This is an optimization exercise on Yosys and OpenROAD, whose aim is a short achievable clock period and few clock cycles, not a production implementation. At most, simulation tests tie the RTL to the original design; equivalence was not proved. Only the layout flow was run in runs 1, 2 and 5; the RTL was not checked for function there. In every run shown here, the design's own scripts or RTL, not TritonCTS, make the clock network. The clock input has no modelled driver; a real chip could not lean on it and would need a root buffer or a full tree. No activity file was given, so power comes from the tool's default toggle rates.

==> flow/design.v <==
`default_nettype none
package afc_pkg;
    localparam int PHASE_BITS_DEF = 16;
    localparam int LEVEL_BITS_DEF = 8;
    localparam int IN_DATA_W  = 8;
    localparam int OUT_DATA_W = 16;
    localparam int CFG_IDX_W  = 3;
    localparam int CFG_DATA_W = 16;
    localparam int LED_W      = 8;
    localparam logic [1:0] MODE_STARTUP = 2'd0;
    localparam logic [1:0] MODE_READY   = 2'd1;
    localparam logic [1:0] MODE_ARMED   = 2'd2;
    localparam logic [1:0] MODE_FIRING  = 2'd3;
    localparam logic [2:0] MSG_NONE     = 3'd0;
    localparam logic [2:0] MSG_READY    = 3'd1;
    localparam logic [2:0] MSG_ARMED    = 3'd2;
    localparam logic [2:0] MSG_DISARMED = 3'd3;
    localparam logic [2:0] MSG_FIRING   = 3'd4;
    localparam logic [2:0] MSG_FIRED    = 3'd5;
    localparam logic [CFG_IDX_W-1:0] CFG_STARTUP_MS  = 3'd0;
    localparam logic [CFG_IDX_W-1:0] CFG_FIRING_MS   = 3'd1;
    localparam logic [CFG_IDX_W-1:0] CFG_DEBOUNCE_MS = 3'd2;
    localparam logic [CFG_IDX_W-1:0] CFG_BLINK_MS    = 3'd3;
    localparam logic [CFG_IDX_W-1:0] CFG_PHASE_STEP  = 3'd4;
    localparam logic [15:0] STARTUP_MS_RST  = 16'd1000;
    localparam logic [15:0] FIRING_MS_RST   = 16'd5000;
    localparam logic [15:0] DEBOUNCE_MS_RST = 16'd1000;
    localparam logic [9:0]  BLINK_MS_RST    = 10'd100;
    localparam logic [12:0] PHASE_STEP_RST  = 13'd5;
endpackage
`default_nettype wire
`default_nettype none
import afc_pkg::*;
module arm_fire_controller_core #(
    parameter int PHASE_BITS = afc_pkg::PHASE_BITS_DEF,
    parameter int LEVEL_BITS = afc_pkg::LEVEL_BITS_DEF
) (
    input  wire logic                            i_clk,
    input  wire logic                            i_rst_n,
    input  wire logic                            i_cfg_valid,
    output logic                                 o_cfg_ready,
    input  wire logic [afc_pkg::CFG_IDX_W-1:0]   i_cfg_index,
    input  wire logic [afc_pkg::CFG_DATA_W-1:0]  i_cfg_data,
    input  wire logic                            i_s_tvalid,
    output logic                                 o_s_tready,
    input  wire logic [afc_pkg::IN_DATA_W-1:0]   i_s_tdata,
    output logic                                 o_m_tvalid,
    input  wire logic                            i_m_tready,
    output logic [afc_pkg::OUT_DATA_W-1:0]       o_m_tdata,
    output logic                                 o_m_tlast
);
    localparam int FAW = 5;              
    localparam int FD  = 1 << FAW;       
    localparam int CAP = 24;             
    assign o_cfg_ready = 1'b1;
    logic        r_rst;                  
    logic        r_rdy;
    logic        r_in_v;
    logic [1:0]  r_in_d;
    logic        r_cfg_v;
    logic [2:0]  r_cfg_idx;
    logic [15:0] r_cfg_d;
    always_ff @(posedge i_clk) begin
        r_rst     <= !i_rst_n;
        r_in_v    <= i_s_tvalid && r_rdy && i_rst_n;
        r_in_d    <= i_s_tdata[1:0];
        r_cfg_v   <= i_cfg_valid && i_rst_n;
        r_cfg_idx <= i_cfg_index;
        r_cfg_d   <= i_cfg_data;
    end
    assign o_s_tready = r_rdy;
    logic [15:0] r_st_m1, r_fi_m1, r_deb;
    logic        r_st_z, r_fi_z, r_deb_max;
    logic [9:0]  r_bl_m1;
    logic        r_bl_z;
    logic [12:0] r_step;
    always_ff @(posedge i_clk) begin
        if (r_rst) begin
            r_st_m1   <= STARTUP_MS_RST - 16'd1;
            r_st_z    <= 1'b0;
            r_fi_m1   <= FIRING_MS_RST - 16'd1;
            r_fi_z    <= 1'b0;
            r_deb     <= DEBOUNCE_MS_RST;
            r_deb_max <= 1'b0;
            r_bl_m1   <= BLINK_MS_RST - 10'd1;
            r_bl_z    <= 1'b0;
            r_step    <= PHASE_STEP_RST;
        end else if (r_cfg_v) begin
            case (r_cfg_idx)
                CFG_STARTUP_MS: begin
                    r_st_m1 <= r_cfg_d - 16'd1;
                    r_st_z  <= r_cfg_d == 16'd0;
                end
                CFG_FIRING_MS: begin
                    r_fi_m1 <= r_cfg_d - 16'd1;
                    r_fi_z  <= r_cfg_d == 16'd0;
                end
                CFG_DEBOUNCE_MS: begin
                    r_deb     <= r_cfg_d;
                    r_deb_max <= r_cfg_d == 16'hFFFF;
                end
                CFG_BLINK_MS: begin
                    r_bl_m1 <= r_cfg_d[9:0] - 10'd1;
                    r_bl_z  <= r_cfg_d[9:0] == 10'd0;
                end
                CFG_PHASE_STEP: r_step <= r_cfg_d[12:0];
                default: ;
            endcase
        end
    end
    logic [1:0]  r_mode, n_mode;
    logic [15:0] r_pt, n_pt;
    logic [9:0]  r_bt, n_bt;
    logic [15:0] r_since, n_since;
    logic [15:0] r_phase, n_phase;
    logic        r_blink, n_blink;
    logic [2:0]  n_msg0, n_msg1;
    logic        n_two;
    logic        sw, press;
    logic [15:0] since_inc, pt_inc;
    logic [9:0]  bt_inc;
    logic        trig, fire_go, startup_done, firing_done, blink_done;
    assign sw    = r_in_d[0];
    assign press = r_in_d[1];
    assign since_inc    = (r_since == 16'hFFFF) ? r_since : r_since + 16'd1;
    assign pt_inc       = (r_pt == 16'hFFFF) ? r_pt : r_pt + 16'd1;
    assign bt_inc       = (r_bt == 10'h3FF) ? r_bt : r_bt + 10'd1;
    assign trig         = press && (r_since >= r_deb) && !r_deb_max;
    assign fire_go      = trig && (r_mode == MODE_ARMED);
    assign startup_done = r_st_z || (r_pt >= r_st_m1);
    assign firing_done  = r_fi_z || (r_pt >= r_fi_m1);
    assign blink_done   = r_bl_z || (r_bt >= r_bl_m1);
    assign n_since      = trig ? 16'd0 : since_inc;
    always_comb begin
        n_mode  = r_mode;
        n_pt    = r_pt;
        n_bt    = r_bt;
        n_blink = r_blink;
        n_phase = r_phase;
        n_msg0  = MSG_NONE;
        n_msg1  = MSG_NONE;
        n_two   = 1'b0;
        if (fire_go) begin
            n_mode  = MODE_FIRING;
            n_pt    = 16'd0;
            n_bt    = 10'd0;
            n_blink = 1'b1;
            n_msg0  = MSG_FIRING;
        end else begin
            case (r_mode)
                MODE_STARTUP: begin
                    if (startup_done) begin
                        n_mode = MODE_READY;
                        n_pt   = 16'd0;
                        n_msg0 = MSG_READY;
                    end else begin
                        n_pt   = pt_inc;
                    end
                end
                MODE_READY: begin
                    if (!sw) begin
                        n_mode  = MODE_ARMED;
                        n_phase = 16'd0;
                        n_msg0  = MSG_ARMED;
                    end
                end
                MODE_ARMED: begin
                    if (!sw) begin
                        n_phase = r_phase + {3'd0, r_step};
                    end else begin
                        n_mode = MODE_READY;
                        n_msg0 = MSG_DISARMED;
                        n_msg1 = MSG_READY;
                        n_two  = 1'b1;
                    end
                end
                default: begin  
                    if (firing_done) begin
                        n_mode  = MODE_ARMED;
                        n_pt    = 16'd0;
                        n_bt    = 10'd0;
                        n_blink = 1'b0;
                        n_phase = 16'd0;
                        n_msg0  = MSG_FIRED;
                        if (!sw) begin
                            n_msg1 = MSG_ARMED;
                            n_two  = 1'b1;
                        end
                    end else begin
                        n_pt    = pt_inc;
                        n_bt    = blink_done ? 10'd0 : bt_inc;
                        n_blink = blink_done ? !r_blink : r_blink;
                    end
                end
            endcase
        end
    end
    always_ff @(posedge i_clk) begin
        if (r_rst) begin
            r_mode  <= MODE_STARTUP;
            r_pt    <= 16'd0;
            r_bt    <= 10'd0;
            r_since <= 16'd0;
            r_phase <= 16'd0;
            r_blink <= 1'b0;
        end else if (r_in_v) begin
            r_mode  <= n_mode;
            r_pt    <= n_pt;
            r_bt    <= n_bt;
            r_since <= n_since;
            r_phase <= n_phase;
            r_blink <= n_blink;
        end
    end
    logic       r_s1_v;
    logic [2:0] r_s1_msg0;
    logic       r_s1_two;
    always_ff @(posedge i_clk) begin
        if (r_rst) r_s1_v <= 1'b0;
        else       r_s1_v <= r_in_v;
        r_s1_msg0 <= n_msg0;
        r_s1_two  <= n_two;
    end
    function automatic logic [14:0] sine_tab(input logic [3:0] idx);
        logic [14:0] v;
        case (idx)
            4'd0:    v = 15'd0;
            4'd1:    v = 15'd3212;
            4'd2:    v = 15'd6393;
            4'd3:    v = 15'd9512;
            4'd4:    v = 15'd12540;
            4'd5:    v = 15'd15447;
            4'd6:    v = 15'd18205;
            4'd7:    v = 15'd20788;
            4'd8:    v = 15'd23170;
            4'd9:    v = 15'd25330;
            4'd10:   v = 15'd27246;
            4'd11:   v = 15'd28899;
            4'd12:   v = 15'd30274;
            4'd13:   v = 15'd31357;
            4'd14:   v = 15'd32138;
            default: v = 15'd32610;
        endcase
        sine_tab = v;
    endfunction
    function automatic logic [11:0] sine_dif(input logic [3:0] idx);
        logic [11:0] v;
        case (idx)
            4'd0:    v = 12'd3212;
            4'd1:    v = 12'd3181;
            4'd2:    v = 12'd3119;
            4'd3:    v = 12'd3028;
            4'd4:    v = 12'd2907;
            4'd5:    v = 12'd2758;
            4'd6:    v = 12'd2583;
            4'd7:    v = 12'd2382;
            4'd8:    v = 12'd2160;
            4'd9:    v = 12'd1916;
            4'd10:   v = 12'd1653;
            4'd11:   v = 12'd1375;
            4'd12:   v = 12'd1083;
            4'd13:   v = 12'd781;
            4'd14:   v = 12'd472;
            default: v = 12'd158;
        endcase
        sine_dif = v;
    endfunction
    function automatic logic [13:0] sine_dif3(input logic [3:0] idx);
        sine_dif3 = {2'b00, sine_dif(idx)} + {1'b0, sine_dif(idx), 1'b0};
    endfunction
    logic [15:0] p1_p;
    logic [14:0] p1_x;
    logic        r_p1_v, r_p1_two, r_p1_arm, r_p1_on, r_p1_top, r_p1_q1;
    logic [1:0]  r_p1_mode;
    logic [2:0]  r_p1_msg0;
    logic [14:0] r_p1_lo;
    logic [11:0] r_p1_dif;
    logic [13:0] r_p1_dif3;
    logic [9:0]  r_p1_f;
    assign p1_p = r_phase + 16'd16384;
    assign p1_x = p1_p[14] ? (15'd16384 - {1'b0, p1_p[13:0]}) : {1'b0, p1_p[13:0]};
    always_ff @(posedge i_clk) begin
        if (r_rst) r_p1_v <= 1'b0;
        else       r_p1_v <= r_s1_v;
        r_p1_mode <= r_mode;
        r_p1_msg0 <= r_s1_msg0;
        r_p1_two  <= r_s1_two;
        r_p1_arm  <= r_mode == MODE_ARMED;
        r_p1_on   <= (r_mode == MODE_FIRING) && r_blink;
        r_p1_lo   <= sine_tab(p1_x[13:10]);
        r_p1_dif  <= sine_dif(p1_x[13:10]);
        r_p1_dif3 <= sine_dif3(p1_x[13:10]);
        r_p1_f    <= p1_x[9:0];
        r_p1_top  <= p1_x[14];
        r_p1_q1   <= p1_p[15];
    end
    function automatic logic [13:0] dif_mult(input logic [1:0] d, input logic [11:0] dif,
                                             input logic [13:0] dif3);
        case (d)
            2'd0:    dif_mult = 14'd0;
            2'd1:    dif_mult = {2'b00, dif};
            2'd2:    dif_mult = {1'b0, dif, 1'b0};
            default: dif_mult = dif3;
        endcase
    endfunction
    function automatic logic [51:0] csa(input logic [25:0] a, input logic [25:0] b,
                                        input logic [25:0] c);
        logic [25:0] sum, cry;
        sum = a ^ b ^ c;
        cry = (a & b) | (a & c) | (b & c);
        csa = {sum, cry[24:0], 1'b0};
    endfunction
    logic [25:0] p2_row [6];
    logic [25:0] p2_s1, p2_c1, p2_s2, p2_c2, p2_s3, p2_c3, p2_s4, p2_c4;
    logic        r_p2_v, r_p2_two, r_p2_arm, r_p2_on, r_p2_top, r_p2_q1;
    logic [1:0]  r_p2_mode;
    logic [2:0]  r_p2_msg0;
    logic [25:0] r_p2_s, r_p2_c;
    assign p2_row[0] = {1'b0, r_p1_lo, 10'd0};
    assign p2_row[1] = {12'd0, dif_mult(r_p1_f[1:0], r_p1_dif, r_p1_dif3)};
    assign p2_row[2] = {10'd0, dif_mult(r_p1_f[3:2], r_p1_dif, r_p1_dif3), 2'd0};
    assign p2_row[3] = {8'd0, dif_mult(r_p1_f[5:4], r_p1_dif, r_p1_dif3), 4'd0};
    assign p2_row[4] = {6'd0, dif_mult(r_p1_f[7:6], r_p1_dif, r_p1_dif3), 6'd0};
    assign p2_row[5] = {4'd0, dif_mult(r_p1_f[9:8], r_p1_dif, r_p1_dif3), 8'd0};
    assign {p2_s1, p2_c1} = csa(p2_row[0], p2_row[1], p2_row[2]);
    assign {p2_s2, p2_c2} = csa(p2_row[3], p2_row[4], p2_row[5]);
    assign {p2_s3, p2_c3} = csa(p2_s1, p2_c1, p2_s2);
    assign {p2_s4, p2_c4} = csa(p2_s3, p2_c3, p2_c2);
    always_ff @(posedge i_clk) begin
        if (r_rst) r_p2_v <= 1'b0;
        else       r_p2_v <= r_p1_v;
        r_p2_mode <= r_p1_mode;
        r_p2_msg0 <= r_p1_msg0;
        r_p2_two  <= r_p1_two;
        r_p2_arm  <= r_p1_arm;
        r_p2_on   <= r_p1_on;
        r_p2_s    <= p2_s4;
        r_p2_c    <= p2_c4;
        r_p2_top  <= r_p1_top;
        r_p2_q1   <= r_p1_q1;
    end
    logic [25:0] p3_sum;
    logic [15:0] r_p3_s;
    logic        r_p3_v, r_p3_two, r_p3_arm, r_p3_on, r_p3_q1;
    logic [1:0]  r_p3_mode;
    logic [2:0]  r_p3_msg0;
    assign p3_sum = r_p2_s + r_p2_c;
    always_ff @(posedge i_clk) begin
        if (r_rst) r_p3_v <= 1'b0;
        else       r_p3_v <= r_p2_v;
        r_p3_mode <= r_p2_mode;
        r_p3_msg0 <= r_p2_msg0;
        r_p3_two  <= r_p2_two;
        r_p3_arm  <= r_p2_arm;
        r_p3_on   <= r_p2_on;
        r_p3_s    <= r_p2_top ? 16'd32768 : p3_sum[25:10];
        r_p3_q1   <= r_p2_q1;
    end
    logic [7:0] p4_b;
    logic       r_p4_v, r_p4_two, r_p4_arm, r_p4_on, r_p4_q1, r_p4_lt, r_p4_nz;
    logic [1:0] r_p4_mode;
    logic [2:0] r_p4_msg0;
    logic [7:0] r_p4_a;
    assign p4_b = r_p3_s[7:0];
    always_ff @(posedge i_clk) begin
        if (r_rst) r_p4_v <= 1'b0;
        else       r_p4_v <= r_p3_v;
        r_p4_mode <= r_p3_mode;
        r_p4_msg0 <= r_p3_msg0;
        r_p4_two  <= r_p3_two;
        r_p4_arm  <= r_p3_arm;
        r_p4_on   <= r_p3_on;
        r_p4_q1   <= r_p3_q1;
        r_p4_a    <= r_p3_s[15:8];
        r_p4_lt   <= (p4_b < r_p3_s[15:8]) || ((p4_b == r_p3_s[15:8]) && (p4_b != 8'd0));
        r_p4_nz   <= r_p3_s != 16'd0;
    end
    logic [7:0] p5_pulse;
    logic       r_p5_v, r_p5_two;
    logic [1:0] r_p5_mode;
    logic [2:0] r_p5_msg0;
    logic [7:0] r_p5_lvl;
    assign p5_pulse = r_p4_q1 ? (8'd128 + r_p4_a - {7'd0, r_p4_lt})
                              : (8'd128 - r_p4_a + {7'd0, r_p4_lt} - {7'd0, r_p4_nz});
    always_ff @(posedge i_clk) begin
        if (r_rst) r_p5_v <= 1'b0;
        else       r_p5_v <= r_p4_v;
        r_p5_mode <= r_p4_mode;
        r_p5_msg0 <= r_p4_msg0;
        r_p5_two  <= r_p4_two;
        r_p5_lvl  <= r_p4_arm ? p5_pulse : {8{r_p4_on}};
    end
    logic [13:0]  r_mem [FD];
    logic [FAW:0] r_wp, r_rp;
    always_ff @(posedge i_clk) begin
        if (r_p5_v)
            r_mem[r_wp[FAW-1:0]] <= {r_p5_two, r_p5_msg0, r_p5_lvl, r_p5_mode};
    end
    always_ff @(posedge i_clk) begin
        if (r_rst)        r_wp <= '0;
        else if (r_p5_v)  r_wp <= r_wp + 1'b1;
    end
    logic        r_o_valid, r_o_last, r_sub;
    logic [1:0]  r_o_mode;
    logic [7:0]  r_o_level;
    logic [2:0]  r_o_msg;
    logic [FAW:0] r_rp1, rp2;
    logic [13:0]  e0, e1;
    logic         ne0, ne1;
    logic         a_v, a_last, b_v, b_last, b_sub, b_pop;
    logic [12:0]  a_w, b_w;
    logic         adv, pop;
    function automatic logic [2:0] second_msg(input logic [2:0] m0);
        second_msg = (m0 == MSG_DISARMED) ? MSG_READY : MSG_ARMED;
    endfunction
    assign rp2 = r_rp1 + 1'b1;
    assign e0  = r_mem[r_rp[FAW-1:0]];
    assign e1  = r_mem[r_rp1[FAW-1:0]];
    assign ne0 = r_wp != r_rp;
    assign ne1 = ne0 && (r_wp != r_rp1);
    assign a_v    = ne0;
    assign a_w    = {r_sub ? second_msg(e0[12:10]) : e0[12:10], e0[9:0]};
    assign a_last = r_sub || !e0[13];
    assign b_pop  = r_sub || !e0[13];
    assign b_sub  = !b_pop;
    assign b_v    = b_pop ? ne1 : 1'b1;
    assign b_w    = b_pop ? e1[12:0] : {second_msg(e0[12:10]), e0[9:0]};
    assign b_last = b_pop ? !e1[13] : 1'b1;
    logic        t_v, n_v, t_last, n_last, t_pop;
    logic [12:0] t_w, n_w;
    assign t_v    = !r_rst && (r_o_valid ? b_v : a_v);
    assign n_v    = !r_rst && a_v;
    assign t_w    = r_o_valid ? b_w : a_w;
    assign n_w    = a_w;
    assign t_last = r_o_valid ? b_last : a_last;
    assign n_last = a_last;
    assign t_pop  = r_o_valid && b_pop;
    assign adv = r_o_valid && i_m_tready;
    assign pop = i_m_tready && t_pop;
    logic         t_sub, n_sub, d_valid, d_last, d_sub, d_pop;
    logic [FAW:0] t_rp, n_rp, d_rp, t_rp1, n_rp1, d_rp1;
    logic [12:0]  d_w;
    assign t_sub = r_o_valid ? b_sub : r_sub;
    assign n_sub = r_sub;
    assign t_rp  = t_pop ? r_rp1 : r_rp;
    assign n_rp  = r_rp;
    assign t_rp1 = t_pop ? rp2 : r_rp1;
    assign n_rp1 = r_rp1;
    afc_tsel_en u_sel_v (
        .i_en(i_rst_n), .i_s(i_m_tready), .i_a1(t_v), .i_a0(n_v), .o_y(d_valid)
    );
    afc_tsel #(.W(18 + 2 * FAW)) u_sel_d (
        .i_s(i_m_tready),
        .i_a1({t_last, t_w, t_sub, t_rp, t_rp1, t_pop}),
        .i_a0({n_last, n_w, n_sub, n_rp, n_rp1, 1'b0}),
        .o_y ({d_last, d_w, d_sub, d_rp, d_rp1, d_pop})
    );
    always_ff @(posedge i_clk) begin
        r_o_valid                      <= d_valid;
        r_o_last                       <= d_last;
        {r_o_msg, r_o_level, r_o_mode} <= d_w;
    end
    always_ff @(posedge i_clk) begin
        if (r_rst) begin
            r_sub <= 1'b0;
            r_rp  <= '0;
            r_rp1 <= {{FAW{1'b0}}, 1'b1};
        end else begin
            r_sub <= d_sub;
            r_rp  <= d_rp;
            r_rp1 <= d_rp1;
        end
    end
    assign o_m_tvalid = r_o_valid;
    assign o_m_tlast  = r_o_last;
    assign o_m_tdata  = {2'b00, r_o_msg, r_o_level, 1'b1, r_o_mode};
    logic       r_pop_d;
    logic [5:0] r_cnt;
    logic [5:0] cnt_all;
    assign cnt_all = r_cnt + {5'd0, r_in_v} + {5'd0, r_rdy} - {5'd0, r_pop_d};
    always_ff @(posedge i_clk) begin
        if (r_rst) begin
            r_pop_d <= 1'b0;
            r_cnt   <= '0;
            r_rdy   <= 1'b1;
        end else begin
            r_pop_d <= d_pop;
            r_cnt   <= r_cnt + {5'd0, r_in_v} - {5'd0, r_pop_d};
            r_rdy   <= cnt_all < 6'(CAP);
        end
    end
endmodule
module afc_tsel #(
    parameter int W = 1
) (
    input  wire logic         i_s,
    input  wire logic [W-1:0] i_a1,
    input  wire logic [W-1:0] i_a0,
    output logic      [W-1:0] o_y
);
    assign o_y = i_s ? i_a1 : i_a0;
endmodule
module afc_tsel_en (
    input  wire logic i_en,
    input  wire logic i_s,
    input  wire logic i_a1,
    input  wire logic i_a0,
    output logic      o_y
);
    assign o_y = i_en && (i_s ? i_a1 : i_a0);
endmodule
`default_nettype wire
==> flow/flow/run.sh <==
#!/bin/bash
set -euo pipefail
HERE=$(pwd)
MARGIN=${MARGIN:-11.4}
export AFC_ROOT_CELL=sky130_fd_sc_hd__inv_16
export AFC_LEAF_CELL=sky130_fd_sc_hd__clkinv_16
export AFC_LEAF_SIZE=36
export AFC_ROOTS=4
bash standard.sh SETUP_SLACK_MARGIN=$MARGIN POST_CTS_TCL=$HERE/flow/cts_post.tcl finish > make_finish.log 2>&1
==> flow/flow/cts_post.tcl <==
set block [ord::get_db_block]
set db [ord::get_db]
set clk_port_net [$block findNet i_clk]
set root_cell [expr {[info exists ::env(AFC_ROOT_CELL)] ? $::env(AFC_ROOT_CELL) : "sky130_fd_sc_hd__clkbuf_16"}]
set leaf_cell [expr {[info exists ::env(AFC_LEAF_CELL)] ? $::env(AFC_LEAF_CELL) : "sky130_fd_sc_hd__clkbuf_16"}]
set root_master [$db findMaster $root_cell]
set leaf_master [$db findMaster $leaf_cell]
proc in_pin {inst} {
  foreach it [$inst getITerms] {
    if {[$it getIoType] eq "INPUT" && [[$it getMTerm] getSigType] eq "SIGNAL"} { return $it }
  }
}
proc out_pin {inst} {
  foreach it [$inst getITerms] {
    if {[$it getIoType] eq "OUTPUT"} { return $it }
  }
}
set leaf_size [expr {[info exists ::env(AFC_LEAF_SIZE)] ? $::env(AFC_LEAF_SIZE) : 24}]
set n_roots [expr {[info exists ::env(AFC_ROOTS)] ? $::env(AFC_ROOTS) : 4}]

# walk the old tree
set sinks {}
set old_insts {}
set old_nets {}
set todo [list $clk_port_net]
while {[llength $todo]} {
  set net [lindex $todo 0]
  set todo [lrange $todo 1 end]
  foreach it [$net getITerms] {
    if {![$it isInputSignal] && [$it getIoType] ne "INPUT"} { continue }
    set inst [$it getInst]
    set m [$inst getMaster]
    if {[$m isSequential]} {
      lappend sinks $it
    } else {
      lappend old_insts $inst
      foreach ot [$inst getITerms] {
        if {[$ot getIoType] eq "OUTPUT" && [$ot getNet] ne "NULL"} {
          lappend todo [$ot getNet]
          lappend old_nets [$ot getNet]
        }
      }
    }
  }
}
puts "afc_cts: [llength $sinks] sinks, removing [llength $old_insts] cells and [llength $old_nets] nets"
foreach it $sinks { $it disconnect }
foreach inst $old_insts { odb::dbInst_destroy $inst }
foreach net $old_nets { odb::dbNet_destroy $net }

# sink positions
set pts {}
foreach it $sinks {
  set bb [[$it getInst] getBBox]
  lappend pts [list [expr {([$bb xMin] + [$bb xMax]) / 2.0}] [expr {([$bb yMin] + [$bb yMax]) / 2.0}]]
}

# recursive bisection into n groups of (nearly) equal size, cutting the
# longer side of each group's bounding box
proc bisect {items n} {
  if {$n <= 1} { return [list $items] }
  set xs {}; set ys {}
  foreach it $items { lappend xs [lindex $it 1]; lappend ys [lindex $it 2] }
  set xs [lsort -real $xs]; set ys [lsort -real $ys]
  set axis [expr {([lindex $xs end] - [lindex $xs 0]) >= ([lindex $ys end] - [lindex $ys 0]) ? 1 : 2}]
  set sorted [lsort -real -index $axis $items]
  set n1 [expr {$n / 2}]
  set h [expr {int(round([llength $sorted] * double($n1) / $n))}]
  return [concat [bisect [lrange $sorted 0 [expr {$h - 1}]] $n1] \
                 [bisect [lrange $sorted $h end] [expr {$n - $n1}]]]
}
proc centre {items} {
  set sx 0.0; set sy 0.0
  foreach it $items { set sx [expr {$sx + [lindex $it 1]}]; set sy [expr {$sy + [lindex $it 2]}] }
  set n [llength $items]
  return [list [expr {$sx / $n}] [expr {$sy / $n}]]
}
set items {}
set i 0
foreach p $pts { lappend items [list $i [lindex $p 0] [lindex $p 1]]; incr i }
# leaves: a multiple of the root count, at most leaf_size sinks each; the
# first cuts of the bisection then give each root its own block of leaves
set per_root [expr {int(ceil([llength $sinks] / double($leaf_size * $n_roots)))}]
set n_leaf [expr {$per_root * $n_roots}]
set groups {}
foreach rg [bisect $items $n_roots] {
  set groups [concat $groups [bisect $rg $per_root]]
}
set leaf_of [lrepeat [llength $sinks] 0]
set leaf_c {}
set root_of {}
set l 0
foreach g $groups {
  foreach it $g { lset leaf_of [lindex $it 0] $l }
  lappend leaf_c [centre $g]
  lappend root_of [expr {$l / $per_root}]
  incr l
}
set root_c {}
for {set r 0} {$r < $n_roots} {incr r} {
  set sx 0.0; set sy 0.0; set n 0
  foreach c $leaf_c ro $root_of {
    if {$ro == $r} { set sx [expr {$sx + [lindex $c 0]}]; set sy [expr {$sy + [lindex $c 1]}]; incr n }
  }
  lappend root_c [list [expr {$sx / $n}] [expr {$sy / $n}]]
}

proc place_at {inst x y} {
  set m [$inst getMaster]
  set w [$m getWidth]; set h [$m getHeight]
  $inst setLocation [expr {int($x - $w / 2)}] [expr {int($y - $h / 2)}]
  $inst setPlacementStatus PLACED
}

set root_nets {}
for {set r 0} {$r < $n_roots} {incr r} {
  set inst [odb::dbInst_create $block $root_master "afc_clkroot_$r"]
  set net [odb::dbNet_create $block "afc_clknet_root_$r"]
  $net setSigType CLOCK
  [in_pin $inst] connect $clk_port_net
  [out_pin $inst] connect $net
  lassign [lindex $root_c $r] x y
  place_at $inst $x $y
  lappend root_nets $net
}
set leaf_nets {}
for {set l 0} {$l < $n_leaf} {incr l} {
  set inst [odb::dbInst_create $block $leaf_master "afc_clkleaf_$l"]
  set net [odb::dbNet_create $block "afc_clknet_leaf_$l"]
  $net setSigType CLOCK
  [in_pin $inst] connect [lindex $root_nets [lindex $root_of $l]]
  [out_pin $inst] connect $net
  lassign [lindex $leaf_c $l] x y
  place_at $inst $x $y
  lappend leaf_nets $net
}
foreach it $sinks a $leaf_of {
  $it connect [lindex $leaf_nets $a]
}
$clk_port_net setSigType CLOCK
puts "afc_cts: $n_roots root and $n_leaf leaf buffers"

detailed_placement
set_propagated_clock [all_clocks]
estimate_parasitics -placement
report_clock_latency
if {[llength [info procs repair_timing_helper]]} {
  repair_timing_helper
  detailed_placement
  check_placement -verbose
}
==> flow/standard.sh <==
#!/bin/bash
# synth_recipe.tcl (not shown) runs the flow's synth.tcl, then flattens the netlist and writes it again
# the make line also repeats each setting of config.mk as NAME=value (left out here)
make -C /OpenROAD-flow-scripts/flow DESIGN_CONFIG=/design/flow/config.mk WORK_HOME=/design/flow/orfs CLKGATE_MAP_FILE= SYNTH_SCRIPT=/design/flow/synth_recipe.tcl "${@:-finish}"
==> flow/config.mk <==
export PLATFORM = sky130hd
export DESIGN_NAME = arm_fire_controller_core
export DESIGN_NICKNAME = arm_fire_controller_core
export VERILOG_FILES = /design/flow/design.v
export SDC_FILE = /design/flow/constraint.sdc
export NUM_CORES = 4
export LEC_CHECK = 0
export ABC_CLOCK_PERIOD_IN_PS = 2500
export CAP_MARGIN = 20
export CORE_MARGIN = 2
export CORE_UTILIZATION = 40
export SLEW_MARGIN = 20
export SYNTH_HIERARCHICAL = 1
==> flow/constraint.sdc <==
create_clock -name core_clock -period 15.0 [get_ports {i_clk}]
set_input_delay 3.0000 -clock core_clock [delete_from_list [all_inputs] [get_ports {i_clk}]]
set_output_delay 3.0000 -clock core_clock [all_outputs]
set_load 0.01 [all_outputs]
==> results of run 1 <==
==> state kept, by name (all words and copies together) (netlist names), 8 cells and up <==
signal / flops
r_mem: 448
r_p2_s: 20
r_p2_c: 19
r_cfg_d: 16
r_deb: 16
r_fi_m1: 16
r_p3_s: 16
r_phase: 16
r_pt: 16
r_since: 16
r_st_m1: 16
r_p1_lo: 15
r_p1_dif3: 14
r_step: 13
r_p1_dif: 11
r_bl_m1: 10
r_bt: 10
r_p1_f: 10
r_o_level: 8
r_p4_a: 8
r_p5_lvl: 8
==> final cells by class <==
class | count | area, um^2
inverter | 190 | 1426
sequential | 827 | 21090
tap | 1357 | 1698
timing repair buffer | 162 | 1674
multi-input combinational | 1875 | 18990
fill | 9003 | 55550
==> final timing paths <==
check	cells past startpoint	to	start	slack, ns
worst min register to register	0	r_p2_msg0[1]	r_p1_msg0[1]	0.33
worst min-delay path	0	r_p2_msg0[1]	r_p1_msg0[1]	0.33
worst max-delay path	17	r_p1_dif3[11]	r_phase[1]	10.79
worst max register to register	17	r_p1_dif3[11]	r_phase[1]	10.79
==> power by group through the flow <==
stage                     Sequential, mW  Combinational, mW  Clock (mW)
after floorplan                     2.43             0.0675           0
after global placement              2.44             0.0917           0
after detailed placement            2.44             0.0924           0
after global routing                2.39              0.115        1.05
final                               2.39              0.102       0.933
==> per-layer routing <==
metal | track usage, % | share of wire [%] | up-vias
li1 | - | - | 11410
met1 | 28.55 | 44 | 12680
met2 | 32.29 | 47 | 921
met3 | 2.894 | 7.3 | 117
met4 | 3.793 | 1.9 | 0
met5 | 0 | 0 | -
==> cell families (layout without fill, tap and decap cells) <==
logic type | count (synthesis) | in the layout | synth area share (%)
fa+ha+maj | 227 | 227 | 7.824
mux | 416 | 416 | 19.39
simple gates | 657 | 657 | 7.630
buf+inv | 338 | 352 | 3.468
flops | 827 | 827 | 51.80
compound gates | 463 | 464 | 7.614
xor+xnor | 105 | 106 | 2.264
other cells | 2 | 5 | 0.01849
==> Yosys stat by module, one instance, submodules excluded, excerpt <==
module / flip-flops and latches / area (um^2) / cells inside
arm_fire_controller_core: 827 / 40160 / 3002
afc_tsel_en: 0 / 16.27 / 2
==> Yosys cell counts, drive strengths merged (8+ instances only) <==
master,instances,area (um^2)
a211oi,34,255.2
and3,25,156.4
nand2b,16,100.1
or2,8,50.05
a21boi,8,60.06
xnor2,66,578.1
or3,12,75.07
nand2,175,656.9
edfxtp,448,13450
a21o,18,135.1
nor4,14,87.58
inv,162,608.1
mux2i,30,300.3
nand3,54,270.3
and2,14,87.58
o21a,29,217.7
dfxtp,379,7587
mux4,280,6306
a22oi,28,210.2
a211o,32,280.3
o21ai,81,405.4
xor2,39,341.6
a21oi,128,644.4
nor2,207,777.0
mux2,106,1269
o211ai,9,67.56
a31oi,14,102.6
a22o,34,297.8
clkbuf,113,424.2
nand4,20,125.1
fa,45,900.9
ha,182,2277
nor3,31,155.2
nor2b,54,337.8
buf,63,376.6
==> results.cfg, run 1 <==
[floorplanning]
die_area_um2 = 104100
initial_core_util_pct = 40.44
io_pins = 52
rows = 116
die_h_um = 322.7
die_w_um = 322.7
coreArea_um2 = 100400

[grt]
grt_max_degree = 67
grt_usage_pct = 19.88
grt_pass1_wl_um = 155000
antenna_found_initial = 2
grt_overflow = 0
grt_pass1_vias = 24750

[worst_setup_path]
path_buf_inv = 5
cpMaxStageDelayCell = o21ai_0
path_cells = inv_4, ha_4, or3b_4, and4bb_4, nor2_4, xnor2_4, buf_4, buf_6, buf_4, ha_1, a21boi_0, o21ai_0, ha_1, a21oi_1, a21boi_2, buf_4, a311o_1
critPathLaunchType = flop
max_stage_delay_ns = 0.53
worstPathArrival_ns = 4.32
crit_path_max_fanout = 5
endpoint_kind = flop
crit_top_cell = buf_4
crit_family = compound AO/OA/AOI/OAI gates
crit_type = reg2reg
critPathRequiredTime_ns = 15.10

[cells_and_area]
final_cell_mix = edfxtp_1 (448), dfxtp_1 (356), mux4_2 (280), nand2_1 (173), ha_1 (173)
synthToLayoutAreaGrowth_pct = 10.49
layout_commonest_cell = edfxtp_1
drive_above_1_share_pct = 23.08
n_antenna_cell = 0
final_area_um2 = 44880
finalNetCount = 3315
stdcell_count = 4411
fin_util_pct = 44.69

[power_and_ir_drop]
swShare_pct = 25.39
p_leak_nw = 16.08
power_frac_clock_pct = 27.3
ir_worst_vdd_mv = 0.1012
p_comb_share_pct = 3.0
sequentialPowerShare_pct = 69.8
p_int_mw = 2.555
total_power_mw = 3.424
switchingPower_uw = 869.6
power.density_nw_per_um2 = 76.30

[synthesis]
seq_area_frac_synth_pct = 51.80
avgSynthCellArea_um2 = 13.38
synth_edf_count = 448
synthFlopType = edfxtp_1
ys_ff_latch = 827
synth_cells = 3035
syn_area_um2 = 40620
synth_cell_types = 74
ys_async_sr_fraction_pct = 0
yosysWarnings = 8

[flow_run]
maxCapViolations = 0

[sta]
finalHoldViolCount = 0
period_share_pct = 28.10
period_needed_ns = 4.215
hold_slack_ns = 0.3297
finClkSkew_ns = 0.01544
setup-tns-final_ns = 0
fmax_mhz = 237.3
rsz0062_at_grt = yes
setup_ws_ns = 10.79
relSlewSlack_pct = 32.18
tightestPinTransition_ns = 1.015
setup_viol = 0
slew_violations = 0

[clocking]
cts_sinks = 827
insertion_delay_ns = 0.21
path_clk_slew_ns = 0.09

[placement]
dp_slack_ns = 9.770
post-dp-hpwl_um = 60940
gp_congestion = 0.7994
dp.cells = 4287
port_buffers = 41
placed_cell_area_um2 = 42530

[min_path]
min_path_type = reg2reg

[route]
routed_wirelength_um = 103200
wire_per_inst_um = 23.39
drc_errors = 0
vias_per_cell = 5.697
num_vias = 25130
drtIter0Drc = 2978
ant_nets = 0
first_pass_iters = 5

[run_status]
status = timing/DRC/antenna clean
==> inputs of run 2 (changes only) <==
==> flow/flow/run.sh (replaced) <==
#!/bin/bash
set -euo pipefail
HERE=$(pwd)
MARGIN=${MARGIN:-11.4}
export AFC_ROOT_CELL=sky130_fd_sc_hd__inv_16
export AFC_LEAF_CELL=sky130_fd_sc_hd__inv_16
export AFC_LEAF_SIZE=24
export AFC_ROOTS=4
bash standard.sh SETUP_SLACK_MARGIN=$MARGIN POST_CTS_TCL=$HERE/flow/cts_post.tcl finish > make_finish.log 2>&1
==> run 2 against run 1 <==
Effect of this change:
- final cell count grew 0.16%
- largest power group unchanged
- still clean
- total power grew 3.6%
- fmax is essentially flat
- clock power grew 14%
- critical endpoint unchanged
- register-to-register slack is essentially flat
- flip-flop and latch count is the same
- die area is the same
- clock skew grew 0.0020 ns
- routed wire length grew 0.49%
- sequential share of layout area grew 0.12 points
==> results.cfg, run 2 <==
[run_status]
status = timing/DRC/antenna clean

[worst_setup_path]
crit_path_max_fanout = 5
endpoint_kind = flop
max_stage_delay_ns = 0.53
crit_type = reg2reg
crit_top_cell = buf_4
cpMaxStageDelayCell = o21ai_0
path_buf_inv = 5
path_cells = inv_4, ha_4, or3b_4, and4bb_4, nor2_4, xnor2_4, buf_4, buf_6, buf_4, ha_1, a21boi_0, o21ai_0, ha_1, a21oi_1, a21boi_2, buf_4, a311o_1
critPathLaunchType = flop
worstPathArrival_ns = 4.36
crit_family = compound AO/OA/AOI/OAI gates
critPathRequiredTime_ns = 15.14

[power_and_ir_drop]
p_leak_nw = 16.10
ir_worst_vdd_mv = 0.1289
power.density_nw_per_um2 = 79.21
total_power_mw = 3.546

[synthesis]
yosysWarnings = 8
ys_async_sr_fraction_pct = 0
synth_area_leaders = edfxtp_1 (33%), dfxtp_1 (19%), mux4_2 (16%), ha_1 (5.6%), mux2_2 (2.4%)
synth_commonest_cells = edfxtp_1 (448), dfxtp_1 (379), mux4_2 (280)
syn_area_um2 = 40620
synth_cells = 3035
yosysTopAreaCell = edfxtp_1
yosysMostFrequentCell = edfxtp_1
synth.top_cell.area_share_pct = 33.12
ys_ff_latch = 827
seq_area_frac_synth_pct = 51.80
synth_cell_types = 74
avgSynthCellArea_um2 = 13.38
synthFlopType = edfxtp_1
synth_edf_count = 448

[floorplanning]
rows = 116
io_pins = 52
die_h_um = 322.7
die_w_um = 322.7
die_area_um2 = 104100
initial_core_util_pct = 40.44
coreArea_um2 = 100400

[cells_and_area]
fin_util_pct = 44.57
nFillCells = 9025
drive_above_1_share_pct = 23.14
register_area_um2 = 21090
final_cell_mix = edfxtp_1 (448), dfxtp_1 (356), mux4_2 (280), nand2_1 (173), ha_1 (173)
largest_reg_flops = 448
multi_input_area_um2 = 18960
layout_commonest_cell = edfxtp_1
synthToLayoutAreaGrowth_pct = 10.21
finalNetCount = 3321
stdcell_count = 4418

[grt]
grt_usage_pct = 19.98
antenna_found_initial = 2
grt_overflow = 0
grt_pass1_vias = 24830
use_met3_pct = 3.127
grt_pass1_wl_um = 155700
busiest_layer = met2
grt_max_degree = 67
grtUsageMet2_pct = 32.25
grtUsageMet1_pct = 28.59

[placement]
gp_congestion = 0.7994
dp.cells = 4287
post-dp-hpwl_um = 60940
port_buffers = 41

[route]
routed_wirelength_um = 103700
ant_nets = 0
drtIter0Drc = 2760
num_vias = 25160
drc_errors = 0
wire_per_inst_um = 23.47
first_pass_iters = 5
vias_per_cell = 5.695

[clocking]
insertion_delay_ns = 0.25
path_clk_slew_ns = 0.09
cts_sinks = 827

[sta]
tightestPinTransition_ns = 1.006
setup-tns-final_ns = 0
period_needed_ns = 4.219
hold_slack_ns = 0.3307
finalHoldViolCount = 0
relSlewSlack_pct = 32.84
setup_viol = 0
slew_violations = 0
period_share_pct = 28.12
fmax_mhz = 237.1
finClkSkew_ns = 0.01745
rsz0062_at_grt = yes

[flow_run]
maxCapViolations = 0

[min_path]
min_path_type = reg2reg
## run 2: cell counts after synthesis
Identical to the previous run, type by type.
## run 2: final timing paths
path	cells past startpoint	start	slack (ns)	end
worst max-delay path	17	r_phase[1]	10.78	r_p1_dif3[11]
worst min-delay path	0	r_p4_mode[0]	0.33	r_p5_mode[0]
worst max register to register	17	r_phase[1]	10.78	r_p1_dif3[11]
worst min register to register	0	r_p4_mode[0]	0.33	r_p5_mode[0]
## run 2: cells by family after synthesis
family,share of synthesized area [%]
compound gates,7.614
xor+xnor,2.264
fa+ha+maj,7.824
buf+inv,3.468
flops,51.80
mux,19.39
other cells,0.01849
simple gates,7.630
## run 2: cell type report
| type | count | share of cell area (%) |
|---|---|---|
| Sequential cell | 827 | 47.12 |
| Multi-Input combinational cell | 1875 | 42.34 |
| Tap cell | 1357 | 3.793 |
| Timing Repair Buffer | 156 | 3.555 |
| Inverter | 202 | 3.186 |
| Antenna cell | 1 | 0.005590 |
## run 2: Yosys stat by module (local to each module, per instance), a selection
| module | times used | flip-flops and latches | cells |
|---|---|---|---|
| afc_tsel_en | 1 | 0 | 2 |
| arm_fire_controller_core | 1 | 827 | 3002 |
## run 2: power by group
group	internal, mW	switching (mW)
clock	0.174	0.885
sequential	2.37	0.0166
combinational	0.0454	0.0541
## run 2: routing by layer
layer / vias up / routed length (um)
met1: 12660 / 45170
li1: 11450 / -
met4: 0 / 2206
met5: - / 0
met2: 926 / 48260
met3: 121 / 8066
## run 2: per-stage QoR
| step | setup slack (ns) | cell area (um^2) |
|---|---|---|
| after global placement | 9.775 | 42520 |
| after detailed placement | 9.770 | 42530 |
| after floorplan | 10.87 | 40780 |
| final | 10.78 | 44770 |
| after global routing | 10.66 | 44770 |
==> inputs of run 3 (changes only) <==
--- a/flow/design.v
+++ b/flow/design.v
@@ -267,5 +267,24 @@
     endfunction
     function automatic logic [13:0] sine_dif3(input logic [3:0] idx);
-        sine_dif3 = {2'b00, sine_dif(idx)} + {1'b0, sine_dif(idx), 1'b0};
+        logic [13:0] v;
+        case (idx)
+            4'd0:    v = 14'd9636;
+            4'd1:    v = 14'd9543;
+            4'd2:    v = 14'd9357;
+            4'd3:    v = 14'd9084;
+            4'd4:    v = 14'd8721;
+            4'd5:    v = 14'd8274;
+            4'd6:    v = 14'd7749;
+            4'd7:    v = 14'd7146;
+            4'd8:    v = 14'd6480;
+            4'd9:    v = 14'd5748;
+            4'd10:   v = 14'd4959;
+            4'd11:   v = 14'd4125;
+            4'd12:   v = 14'd3249;
+            4'd13:   v = 14'd2343;
+            4'd14:   v = 14'd1416;
+            default: v = 14'd474;
+        endcase
+        sine_dif3 = v;
     endfunction
     logic [15:0] p1_p;
==> flow/flow/run.sh (replaced) <==
#!/bin/bash
set -euo pipefail
HERE=$(pwd)
MARGIN=${MARGIN:-11.4}
export AFC_ROOT_CELL=sky130_fd_sc_hd__inv_16
export AFC_LEAF_CELL=sky130_fd_sc_hd__clkinv_16
export AFC_LEAF_SIZE=36
export AFC_ROOTS=4
bash standard.sh SETUP_SLACK_MARGIN=$MARGIN POST_CTS_TCL=$HERE/flow/cts_post.tcl finish > make_finish.log 2>&1
==> run 3 against run 2 <==
Effect of this change:
- still clean
- hold slack worse by 0.0031 ns
- via count decreased by 2.9%
- critical path type is now in2reg
- clock skew down 0.0054 ns
- design area fell by 3.1%
- fmax rose by 12%
- utilization down 1.1 points
- largest power group unchanged
- sequential power about the same
- largest cell class unchanged
==> results.cfg, run 3 <==
[synthesis]
synthXorXnorAreaFrac_pct = 2.090
synthFlopType = edfxtp_1
avgSynthCellArea_um2 = 13.34
synth_edf_count = 448
synth_area_leaders = edfxtp_1 (33%), dfxtp_1 (19%), mux4_2 (15%), ha_1 (5.3%), mux2_2 (2.4%)
synth_top_family_by_area = multiplexers
synth_compound_gate_area_share_pct = 7.388
yosysWarnings = 8
synth.top_cell.area_share_pct = 33.45
seq_area_frac_synth_pct = 52.31
yosysTopAreaCell = edfxtp_1
syn_area_um2 = 40220
ys_async_sr_fraction_pct = 0
synth_commonest_cells = edfxtp_1 (448), dfxtp_1 (379), mux4_2 (274)
synth_cells = 3016
ys_ff_latch = 827
yosysMostFrequentCell = edfxtp_1
synthAdderAreaFrac_pct = 7.478
synthMuxAreaShare_pct = 19.51
yosys.area_share.simple_pct = 7.693
synth_cell_types = 76

[cells_and_area]
layout_commonest_cell = edfxtp_1
synthToLayoutAreaGrowth_pct = 7.886
final_cell_mix = edfxtp_1 (448), dfxtp_1 (358), mux4_2 (274), nand2_1 (223), ha_1 (170)
fin_util_pct = 43.46
drive_above_1_share_pct = 19.62
largest_reg_flops = 448
finalNetCount = 3230

[route]
ant_nets = 0
route.met2.wl_um = 47510
drc_errors = 0
dr.max_layer_used = met5
routed_wirelength_um = 98820
met3WireLength_um = 5946
vias_per_cell = 5.704
wire_per_inst_um = 23.08
drtIter0Drc = 1989
wl_met1_um = 43100
num_vias = 24420
first_pass_iters = 5

[sta]
fmax_mhz = 265.2
rsz0062_at_grt = yes
period_needed_ns = 3.771
setup-tns-final_ns = 0
finalHoldViolCount = 0
setup_viol = 0
relSlewSlack_pct = 27.76
period_share_pct = 25.14
tightestPinTransition_ns = 1.082
finClkSkew_ns = 0.01208
slew_violations = 0

[worst_setup_path]
worstPathArrival_ns = 3.84
crit_path_max_fanout = 7
cpMaxStageDelayCell = mux2_4
crit_type = in2reg
crit_top_cell = buf_12
path_cells = buf_12, buf_12, buf_12, mux2_4, nor2b_1
critPathLaunchType = input pin
critPathRequiredTime_ns = 15.07
max_stage_delay_ns = 0.29
reg2reg_depth = 10
endpoint_kind = flop

[grt]
grt_usage_pct = 19.11
antenna_found_initial = 2
grt_pass1_vias = 24050
grt_max_degree = 66
grt_overflow = 0
grt_pass1_wl_um = 149800

[min_path]
min_path_type = reg2reg
hold_depth = 0

[power_and_ir_drop]
ir_worst_vdd_mv = 0.07637
p_comb_share_pct = 3.2
power_frac_clock_pct = 27.1
switchingPower_uw = 877.3
p_leak_nw = 15.08
power.density_nw_per_um2 = 79.23
p_int_mw = 2.561
sequentialPowerShare_pct = 69.7
swShare_pct = 25.52

[run_status]
status = timing/DRC/antenna clean

[floorplanning]
die_w_um = 321.1
initial_core_util_pct = 40.28
rows = 116
die_h_um = 321.1
io_pins = 52
die_area_um2 = 103100
coreArea_um2 = 99860

[clocking]
insertion_delay_ns = 0.21
path_clk_slew_ns = 0.08
cts_sinks = 827

[placement]
post-dp-hpwl_um = 60910
gp_congestion = 0.8132
port_buffers = 41

[flow_run]
maxCapViolations = 0
-- run 3: area by class of cell --
type	instances	area, um^2
inverters	196	1435
repair buffers	114	1147
diodes	1	2.502
flip-flops and latches	827	21090
fillers	9050	56460
multi-input cells	1845	18090
well taps	1298	1624
-- run 3: metrics by stage --
step	power (mW)	instance area (um^2)	std cells	worst slack [ns]	hold slack, ns
global route	3.566	43390	4280	11.23	0.3344
global placement	2.544	42030	4221	10.34	0.3097
detailed placement	2.545	42030	4221	10.33	0.3121
floorplan	2.510	40250	3019	11.21	0.3096
finish	3.438	43390	4281	11.23	0.3276
-- run 3: routing by layer --
| layer | GRT usage [%] | vias up |
|---|---|---|
| li1 | - | 11180 |
| met1 | 26.52 | 12420 |
| met2 | 31.74 | 709 |
| met3 | 2.474 | 105 |
| met4 | 4.943 | 2 |
| met5 | 0 | - |
-- run 3: cell families (layout without fill, tap and decap cells) --
kind of cell,count (synthesis),in the layout
DFF,827,827
and+or+nand+nor,658,659
AOI/OAI and AO/OA,453,453
muxes,418,418
buffers and inverters,348,310
adders and majority gates,214,214
xor gates and xnor gates,96,96
other,2,6
-- run 3: worst paths after layout --
check / slack [ns] / start / endpoint
setup / recovery: 11.23 / i_m_tready / r_rp1[2]
hold / removal: 0.33 / r_p3_arm / r_p4_arm
setup reg to reg: 11.50 / r_rp[0] / r_rp[3]
hold reg to reg: 0.33 / r_p3_arm / r_p4_arm
-- run 3: modules after synthesis, one instance, submodules excluded, a selection --
module | flops+latches | times used | cells inside | area, um^2
arm_fire_controller_core | 827 | 1 | 2983 | 39760
afc_tsel_en | 0 | 1 | 2 | 16.27
-- run 3: power groups by stage --
stage / clock network [mW] / logic [mW] / registers (mW)
floorplan: 0 / 0.0724 / 2.44
detailed placement: 0 / 0.0980 / 2.45
global route: 1.04 / 0.122 / 2.40
global placement: 0 / 0.0965 / 2.45
finish: 0.931 / 0.109 / 2.40
-- run 3: critical path: cells and delay by family --
family	cells	cell delay, ns
AND/OR/NAND/NOR	1	0.12
buffers and inverters	3	0.42
multiplexers	1	0.29
Testbench counts of run 3, summed over its fixed seeds: cycles 41,066.
==> inputs of run 4 (changes only) <==
==> flow/flow/run.sh (replaced) <==
#!/bin/bash
set -euo pipefail
HERE=$(pwd)
MARGIN=${MARGIN:-11.4}
export AFC_ROOT_CELL=sky130_fd_sc_hd__inv_16
export AFC_LEAF_CELL=sky130_fd_sc_hd__inv_16
export AFC_LEAF_SIZE=24
export AFC_ROOTS=4
bash standard.sh SETUP_SLACK_MARGIN=$MARGIN POST_CTS_TCL=$HERE/flow/cts_post.tcl finish > make_finish.log 2>&1
==> run 4 against run 3 <==
Effect of this change:
- design area about the same
- utilization barely moved
- final cell count increased by 0.21%
- sequential power is essentially flat
- routed wire length grew 0.66%
- first-iteration DRC count is 11% higher
- via count increased by 0.14%
- global-route usage is 0.091 points higher
- combinational power about the same
- highest routed layer unchanged
==> results.cfg, run 4 <==
[sta]
rsz0062_at_grt = yes
tightestPinTransition_ns = 1.073
period_share_pct = 25.20
slew_violations = 0
hold_slack_ns = 0.3276
setup-tns-final_ns = 0
setup_viol = 0
period_needed_ns = 3.779
finClkSkew_ns = 0.01158
relSlewSlack_pct = 28.38
finalHoldViolCount = 0
fmax_mhz = 264.6

[clocking]
path_clk_slew_ns = 0.09
cts_sinks = 827
insertion_delay_ns = 0.25

[placement]
port_buffers = 41
gp_congestion = 0.8132
post-dp-hpwl_um = 60910
placed_cell_area_um2 = 42030

[route]
dr.max_layer_used = met5
ant_nets = 0
wl_met1_um = 43050
drc_errors = 0
num_vias = 24450
wire_per_inst_um = 23.19
met3WireLength_um = 6524
first_pass_iters = 7
vias_per_cell = 5.700
route.met2.wl_um = 47280
drtIter0Drc = 2199
routed_wirelength_um = 99480

[flow_run]
maxCapViolations = 0

[run_status]
status = timing/DRC/antenna clean

[cells_and_area]
final_area_um2 = 43380
layout_commonest_cell = edfxtp_1
finalNetCount = 3239
drive_above_1_share_pct = 19.79
largest_reg_flops = 448
final_cell_mix = edfxtp_1 (448), dfxtp_1 (358), mux4_2 (274), nand2_1 (223), ha_1 (170)
synthToLayoutAreaGrowth_pct = 7.839
fin_util_pct = 43.44

[power_and_ir_drop]
swShare_pct = 27.00
p_int_mw = 2.598
p_comb_share_pct = 3.0
power.density_nw_per_um2 = 82.04
switchingPower_uw = 960.9
p_leak_nw = 15.15
sequentialPowerShare_pct = 67.3
total_power_mw = 3.558
ir_worst_vdd_mv = 0.09505
power_frac_clock_pct = 29.7

[grt]
grt_pass1_wl_um = 150400
antenna_found_initial = 2
grt_pass1_vias = 24180
grt_usage_pct = 19.20
grt_max_degree = 66
grt_overflow = 0

[worst_setup_path]
critical_path_depth = 1
reg2reg_depth = 8
max_stage_delay_ns = 0.41
critPathRequiredTime_ns = 12.00
critPathLaunchType = flop
path_buf_inv = 1
worstPathArrival_ns = 0.78
endpoint_kind = output port
crit_path_max_fanout = 2
path_cells = buf_6
cpMaxStageDelayCell = dfxtp_4
crit_type = reg2out
crit_family = flip-flops

[floorplanning]
die_area_um2 = 103100
die_h_um = 321.1
rows = 116
coreArea_um2 = 99860
die_w_um = 321.1
initial_core_util_pct = 40.28
io_pins = 52

[synthesis]
synth_area_leaders = edfxtp_1 (33%), dfxtp_1 (19%), mux4_2 (15%), ha_1 (5.3%), mux2_2 (2.4%)
seq_area_frac_synth_pct = 52.31
avgSynthCellArea_um2 = 13.34
synth_edf_count = 448
synth.top_cell.area_share_pct = 33.45
syn_area_um2 = 40220
yosysWarnings = 8
yosysMostFrequentCell = edfxtp_1
yosysTopAreaCell = edfxtp_1
synth_commonest_cells = edfxtp_1 (448), dfxtp_1 (379), mux4_2 (274)
synth_cells = 3016
ys_async_sr_fraction_pct = 0
synth_cell_types = 76
synthFlopType = edfxtp_1
ys_ff_latch = 827

[min_path]
hold_depth = 0
min_path_type = reg2reg
## run 4: cell counts after synthesis
No cell type changed its count.
## run 4: layer usage
metal | up-vias | global-route usage (%)
li1 | 11240 | -
met1 | 12290 | 26.58
met2 | 793 | 31.71
met3 | 136 | 2.626
met4 | 2 | 5.265
met5 | - | 0
## run 4: modules after synthesis (local to each module, per instance), a selection
module | flip-flops and latches | times used
afc_tsel_en | 0 | 1
arm_fire_controller_core | 827 | 1
## run 4: final timing paths
path / from / endpoint / slack, ns
hold / removal: r_p3_arm / r_p4_arm / 0.33
setup reg to reg: r_rp1[1] / r_o_msg[1] / 11.50
setup / recovery: r_o_valid / o_m_tvalid / 11.22
hold reg to reg: r_p3_arm / r_p4_arm / 0.33
## run 4: kinds of logic (layout without fill, tap and decap cells)
logic type	after synthesis	count (layout)	synth area share, %
compound gates	453	453	7.388
xor+xnor	96	96	2.090
buf+inv	348	319	3.512
flops	827	827	52.31
mux	418	418	19.51
fa+ha+maj	214	214	7.478
other cells	2	6	0.01867
simple gates	658	659	7.693
## run 4: final cells by class
class                   count  area (um^2)
diodes                      1        2.502
fillers                  9062        56480
inverters                 208         1435
multi-input cells        1845        18080
flip-flops and latches    827        21090
well taps                1298         1624
repair buffers            111         1144
## run 4: stage by stage
stage                     std cells  setup slack (ns)
after floorplan                3019             11.21
after global placement         4221             10.34
after detailed placement       4221             10.33
after global routing           4289             11.20
final                          4290             11.22
## run 4: power by group through the flow
stage	clock network [mW]	registers (mW)	logic [mW]
final	1.06	2.40	0.106
after global routing	1.16	2.40	0.119
after detailed placement	0	2.45	0.0980
after global placement	0	2.45	0.0965
after floorplan	0	2.44	0.0724
==> inputs of run 5 (changes only) <==
--- a/flow/design.v
+++ b/flow/design.v
@@ -420,5 +420,5 @@
         else if (r_p5_v)  r_wp <= r_wp + 1'b1;
     end
-    logic        r_o_valid, r_o_last, r_sub;
+    logic        r_o_valid, r_o_busy, r_o_last, r_sub;
     logic [1:0]  r_o_mode;
     logic [7:0]  r_o_level;
@@ -448,17 +448,17 @@
     logic        t_v, n_v, t_last, n_last, t_pop;
     logic [12:0] t_w, n_w;
-    assign t_v    = !r_rst && (r_o_valid ? b_v : a_v);
+    assign t_v    = !r_rst && (r_o_busy ? b_v : a_v);
     assign n_v    = !r_rst && a_v;
-    assign t_w    = r_o_valid ? b_w : a_w;
+    assign t_w    = r_o_busy ? b_w : a_w;
     assign n_w    = a_w;
-    assign t_last = r_o_valid ? b_last : a_last;
+    assign t_last = r_o_busy ? b_last : a_last;
     assign n_last = a_last;
-    assign t_pop  = r_o_valid && b_pop;
-    assign adv = r_o_valid && i_m_tready;
+    assign t_pop  = r_o_busy && b_pop;
+    assign adv = r_o_busy && i_m_tready;
     assign pop = i_m_tready && t_pop;
-    logic         t_sub, n_sub, d_valid, d_last, d_sub, d_pop;
+    logic         t_sub, n_sub, d_valid, d_busy, d_last, d_sub, d_pop;
     logic [FAW:0] t_rp, n_rp, d_rp, t_rp1, n_rp1, d_rp1;
     logic [12:0]  d_w;
-    assign t_sub = r_o_valid ? b_sub : r_sub;
+    assign t_sub = r_o_busy ? b_sub : r_sub;
     assign n_sub = r_sub;
     assign t_rp  = t_pop ? r_rp1 : r_rp;
@@ -469,4 +469,7 @@
         .i_en(i_rst_n), .i_s(i_m_tready), .i_a1(t_v), .i_a0(n_v), .o_y(d_valid)
     );
+    afc_tsel_en u_sel_b (
+        .i_en(i_rst_n), .i_s(i_m_tready), .i_a1(t_v), .i_a0(n_v), .o_y(d_busy)
+    );
     afc_tsel #(.W(18 + 2 * FAW)) u_sel_d (
         .i_s(i_m_tready),
@@ -477,4 +480,5 @@
     always_ff @(posedge i_clk) begin
         r_o_valid                      <= d_valid;
+        r_o_busy                       <= d_busy;
         r_o_last                       <= d_last;
         {r_o_msg, r_o_level, r_o_mode} <= d_w;
==> run 5 against run 4 <==
Effect of this change:
- still clean on timing, DRC and antenna
- clock power barely moved
- worst setup slack worse by 0.0032 ns
- clock skew shrank 0.0020 ns
- first-iteration DRC count down 2.9%
- sequential power hardly changed
- routed wire length about the same
- combinational power barely moved
- design area is essentially flat
- largest power group unchanged
==> results.cfg, run 5 <==
[synthesis]
synth_cells = 3019
synthMuxAreaShare_pct = 19.52
ys_ff_latch = 828
syn_area_um2 = 40250
synth_edf_count = 448
avgSynthCellArea_um2 = 13.33
synth.top_cell.area_share_pct = 33.42
synthFlopType = edfxtp_1
yosysTopAreaCell = edfxtp_1
yosys.area_share.simple_pct = 7.703
synth_cell_types = 76
seq_area_frac_synth_pct = 52.32
synthAdderAreaFrac_pct = 7.473
yosysMostFrequentCell = edfxtp_1
synthXorXnorAreaFrac_pct = 2.089
synth_commonest_cells = edfxtp_1 (448), dfxtp_1 (380), mux4_2 (274)
yosysWarnings = 8
synth_top_family_by_area = multiplexers
synth_area_leaders = edfxtp_1 (33%), dfxtp_1 (19%), mux4_2 (15%), ha_1 (5.3%), mux2_2 (2.3%)
synth_compound_gate_area_share_pct = 7.382
ys_async_sr_fraction_pct = 0

[worst_setup_path]
worstPathArrival_ns = 0.78
crit_type = reg2out
critPathLaunchType = flop
path_cells = buf_6
max_stage_delay_ns = 0.41
critPathRequiredTime_ns = 12.00
crit_path_max_fanout = 3
cpMaxStageDelayCell = dfxtp_4
endpoint_kind = output port
path_buf_inv = 1
crit_family = flip-flops

[clocking]
insertion_delay_ns = 0.25
cts_sinks = 828
path_clk_slew_ns = 0.09

[floorplanning]
io_pins = 52
initial_core_util_pct = 40.31
rows = 116
die_w_um = 321.2
coreArea_um2 = 99860
die_h_um = 321.2
die_area_um2 = 103200

[route]
drtIter0Drc = 2136
num_vias = 24390
vias_per_cell = 5.703
drc_errors = 0
first_pass_iters = 5
wire_per_inst_um = 23.28
routed_wirelength_um = 99530
ant_nets = 0

[grt]
grt_max_degree = 75
grt_overflow = 0
grt_usage_pct = 19.17
antenna_found_initial = 4
grt_pass1_wl_um = 149500
grt_pass1_vias = 23950

[power_and_ir_drop]
power.density_nw_per_um2 = 81.98
ir_worst_vdd_mv = 0.1213
swShare_pct = 26.86
p_comb_share_pct = 3.0
p_int_mw = 2.600
switchingPower_uw = 954.9
power_frac_clock_pct = 29.5
sequentialPowerShare_pct = 67.5
p_leak_nw = 15.09

[sta]
setup-tns-final_ns = 0
slew_violations = 0
relSlewSlack_pct = 32.39
rsz0062_at_grt = yes
period_needed_ns = 3.783
finalHoldViolCount = 0
period_share_pct = 25.22
setup_viol = 0
finClkSkew_ns = 0.009530
fmax_mhz = 264.4
tightestPinTransition_ns = 1.013

[cells_and_area]
drive_above_1_share_pct = 19.25
synthToLayoutAreaGrowth_pct = 7.724
final_cell_mix = edfxtp_1 (448), dfxtp_1 (359), mux4_2 (274), nand2_1 (223), ha_1 (170)
largest_reg_flops = 448
layout_commonest_cell = edfxtp_1
final_area_um2 = 43360
fin_util_pct = 43.42
nFillCells = 9086
finalNetCount = 3225
stdcell_count = 4276

[flow_run]
maxCapViolations = 0

[placement]
post-dp-hpwl_um = 60550
placed_cell_area_um2 = 42030
port_buffers = 41
gp_congestion = 0.8090
dp.cells = 4215

[run_status]
status = timing/DRC/antenna clean

[min_path]
min_path_type = reg2reg
-- run 5: power by group through the flow --
stage               combinational, mW  sequential [mW]  clock, mW
finish                          0.107             2.40       1.05
global route                    0.121             2.40       1.16
detailed placement             0.0997             2.45          0
global placement               0.0982             2.45          0
floorplan                      0.0725             2.44          0
-- run 5: kinds of logic (layout without fill, tap and decap cells) --
logic type,after synthesis,count (layout)
xor gates and xnor gates,96,96
buffers and inverters,348,302
AOI/OAI and AO/OA,453,453
and+or+nand+nor,659,660
other,2,6
DFF,828,828
muxes,419,419
adders and majority gates,214,214
-- run 5: final timing paths --
kind | from | endpoint | slack (ns) | cells past startpoint
setup / recovery | r_rdy | o_s_tready | 11.22 | 1
hold / removal | r_p3_arm | r_p4_arm | 0.33 | 0
setup reg to reg | r_p1_f[4] | r_p2_s[8] | 11.51 | 6
hold reg to reg | r_p3_arm | r_p4_arm | 0.33 | 0
-- run 5: Yosys stat by module, one instance, submodules excluded, a selection --
module,cells,flip-flops and latches,copies in the design
arm_fire_controller_core,2984,828,1
afc_tsel_en,2,0,2
-- run 5: final cells by class --
cell class	count	area (um^2)	share of cell area [%]
diodes	1	2.502	0.005771
inverters	208	1431	3.301
flip-flops and latches	828	21110	48.68
well taps	1298	1624	3.745
repair buffers	94	1061	2.447
multi-input cells	1847	18140	41.83
-- run 5: routing by layer --
metal  track usage (%)  vias to the layer above  part of all wire (%)
met4             5.337                        2                   2.6
met5                 0                        -                 0.013
met1             26.62                    12310                    44
met2             31.60                      732                    48
met3             2.519                      120                   6.0
li1                  -                    11220                     -
-- run 5: through the flow --
stage,setup slack [ns],hold WS [ns],total power [mW]
2_1_floorplan,11.21,0.3096,2.513
6_report,11.22,0.3312,3.555
3_5_place_dp,9.913,0.3121,2.549
5_1_grt,11.20,0.3363,3.680
3_3_place_gp,9.919,0.3102,2.547

==> separate check: timing with driven ports <==
How much do the figures lean on ideal ports? The routed layouts below were timed once more, with nothing changed but the port constraints. Step 1 (the two cells are an assumption about what drives the block):
set clk [get_ports {i_clk}]
set_driving_cell -lib_cell sky130_fd_sc_hd__clkbuf_16 $clk
set_driving_cell -lib_cell sky130_fd_sc_hd__buf_2 [delete_from_list [all_inputs] $clk]
Step 2 moves the port delays by t, midway between the first and last clock arrival at a register: inputs arrive t later, outputs are due t later. That takes back most of the time a late clock gives input paths. a / b / c = ideal ports / drivers / drivers and shift; a / b = the first two.
run	t (ns)	setup WS [ns]	worst setup path at the end	pins driven straight from the clock port
run 1	0.453	10.785 / 10.785 / 10.785	register to register	4
run 2	0.496	10.782 / 10.780 / 10.780	register to register	4
run 3	0.453	11.229 / 11.034 / 10.959	input to register	4
run 4	0.495	11.221 / 10.968 / 10.948	input to register	4
run 5	0.499	11.217 / 10.961 / 10.981	input to register	4
After both steps setup and hold are still met in every run listed. The setup slack of run 4, which loses most, moves by -0.253 ns with the drivers and by -0.273 ns with both steps.
